Background: an optimization exercise with open tools, aiming at small area. Do not read the settings as production practice.
Function was checked by simulation only, so behaviour that the tests miss may differ from the original.
Power figures rest on the tool's default switching activity, not on a simulated workload.

v2:
==> flow/design.v (excerpt) <==
module fwd_updater_top (
    input  logic                   clk,
    input  logic                   reset,
    input  logic                   clk_en_i,
    input  logic [4*4-1:0]  rd_adr_i,
    input  logic [4*8-1:0]  rd_key_i,
    input  logic [4*16-1:0] rd_data_i,
    input  logic [4-1:0]                   rd_valid_i,
    input  logic [4*4-1:0]  wr_adr_i,
    input  logic [4*8-1:0]  wr_key_i,
    input  logic [4*16-1:0] wr_data_i,
    input  logic [4-1:0]                   wr_valid_i,
    input  logic [4-1:0]                   wr_en_i,
    output logic [4*8-1:0]  fix_key_o,
    output logic [4*16-1:0] fix_data_o,
    output logic [4-1:0]                   fix_valid_o
);
Size in the first run: about 820 cells after synthesis, ~440 flip-flops, roughly 340 I/O pins, roughly 16000 sq um of cells after synthesis.
export LEC_CHECK = 0
export CAP_MARGIN = 20
export CORE_MARGIN = 2
export CORE_UTILIZATION = 65
export SLEW_MARGIN = 20
create_clock -name core_clock -period 2.5 [get_ports {clk}]
standard.sh (not shown) runs the stock make flow with config.mk's settings and CLKGATE_MAP_FILE= SYNTH_SCRIPT=/design/flow/synth_recipe.tcl, a recipe that flattens the netlist after the stock synthesis.
==> flow/flow/run.sh <==
#!/bin/bash
# Standard ORFS layout, with small port buffers and a lighter clock tree.
set -euo pipefail
export BUFFER_PORTS_ARGS="-buffer_cell sky130_fd_sc_hd__buf_1"
bash standard.sh finish > standard_flow.log 2>&1
Relative to v2, the following input files were edited for v11:
Settings: an added CTS_BUF_LIST of sky130_fd_sc_hd__clkbuf_4 sky130_fd_sc_hd__clkbuf_2; a change of CORE_UTILIZATION from 65 to 40.
==> flow/run.sh (new file) <==
#!/bin/bash
# synth_recipe.tcl (not shown) runs the flow's synth.tcl, then flattens the netlist and writes it again
# the make line also repeats each setting of config.mk as NAME=value (left out here)
make -C /OpenROAD-flow-scripts/flow DESIGN_CONFIG=/design/flow/config.mk WORK_HOME=/design/flow/orfs CLKGATE_MAP_FILE= SYNTH_SCRIPT=/design/flow/synth_recipe.tcl finish
removed: flow/flow/run.sh
removed: flow/standard.sh
Results
Between v2 and v11, final clock period utilization by the worst path increased. In the metrics for v11 and v2, the one carrying the higher level count of the clock H-tree is v11. On v11: count of plain and timing-repair buffers is 11 higher than what v2 gave. v11 -> v2: I/O pin total flat.
Inputs modified between v11 and v15:
Settings: swapping 40 for 65 in CORE_UTILIZATION; clearing CTS_BUF_LIST, which used to be sky130_fd_sc_hd__clkbuf_4 sky130_fd_sc_hd__clkbuf_2.
==> flow/flow/run.sh (new file) <==
#!/bin/bash
# Standard ORFS layout, with small port buffers and a lighter clock tree.
set -euo pipefail
export BUFFER_PORTS_ARGS="-buffer_cell sky130_fd_sc_hd__buf_1"
export CTS_ARGS="-sink_clustering_enable -repair_clock_nets -buf_list {sky130_fd_sc_hd__clkbuf_4 sky130_fd_sc_hd__clkbuf_8} -sink_clustering_size 12 -sink_clustering_max_diameter 50 -dont_use_dummy_load"
bash standard.sh finish > standard_flow.log 2>&1
==> flow/standard.sh (new file) <==
#!/bin/bash
# synth_recipe.tcl (not shown) runs the flow's synth.tcl, then flattens the netlist and writes it again
# the make line also repeats each setting of config.mk as NAME=value (left out here)
make -C /OpenROAD-flow-scripts/flow DESIGN_CONFIG=/design/flow/config.mk WORK_HOME=/design/flow/orfs CLKGATE_MAP_FILE= SYNTH_SCRIPT=/design/flow/synth_recipe.tcl "${@:-finish}"
removed: flow/run.sh
The clock power share of v15 falls short of that of v11 by 11 points. Wire length delta for v15 relative to v11: 3700 microns lower. Summary of v15 over v11: ratio of final minimum period to clock period essentially unchanged, relative area of clock buffers and inverters in the final design decreased 3.5 points, hold slack decreased 0.015 ns. v15 vs. v11: standard cell core area went down about 40%, global-route usage now larger, total via count after detailed routing went down. v11 -> v15: netlist area before placement delta 0, exact match.
## Diff of input files: v21 against v15
Settings: CORE_UTILIZATION changed from 65 to 40.
==> flow/flow/run.sh <==
#!/bin/bash
# Standard ORFS layout; the only change is the cell that buffers each port.
set -euo pipefail
export BUFFER_PORTS_ARGS="-buffer_cell sky130_fd_sc_hd__buf_1"
bash standard.sh finish > standard_flow.log 2>&1
Results
- v21: count of plain and timing-repair buffers 4 below v15
- Compared to v15, v21 has area of placed instances 1.2% higher.
- | power | v21 vs v15 | 23% higher |
- v21 -> v15: buffer and inverter count on the worst path delta 0, exact match
- Post-detailed-routing wire length was lower in v15 than in v21.
- The lower utilization of v15 and v21 is in v21.
- v15 has a higher effective utilization at floorplan than v21.

## what the ideal ports hide
No port has a modelled driver above. Below, the same layouts with a new extraction and two added sets of constraints.
Step 1 sets driving cells, clkbuf_16 on the clock port and buf_2 on the other inputs (assumed; they add their load-dependent delay and slew).
Step 2 times the ports against the registers' clock, not the clock port: input delays grow and output delays shrink by t, the midpoint of the rising clock arrivals with the driver on.
Slacks: ideal ports / drivers / drivers and shift; pairs: ideal ports / drivers.
run | shift t [ns] | slack for setup (ns) | worst hold slack (ns) | worst setup path at the end | slew at the worst register clock pin (ns)
v2 | 0.567 | 0.323 / 0.323 / 0.102 | 0.138 / 0.115 / 0.413 | input to register | 0.06 / 0.06
v11 | 0.804 | 0.297 / 0.251 / -0.320 | 0.127 / 0.129 / 0.399 | input to register | 0.07 / 0.07
v15 | 0.575 | 0.296 / 0.296 / 0.104 | 0.113 / 0.094 / 0.416 | input to register | 0.08 / 0.08
v21 | 0.599 | 0.279 / 0.279 / 0.023 | 0.112 / 0.087 / 0.417 | input to register | 0.06 / 0.06
Met with ideal ports but missed after step 2: setup timing in v11. The setup slack of v11, which loses most, moves by -0.046 ns with the drivers and by -0.617 ns with both steps.
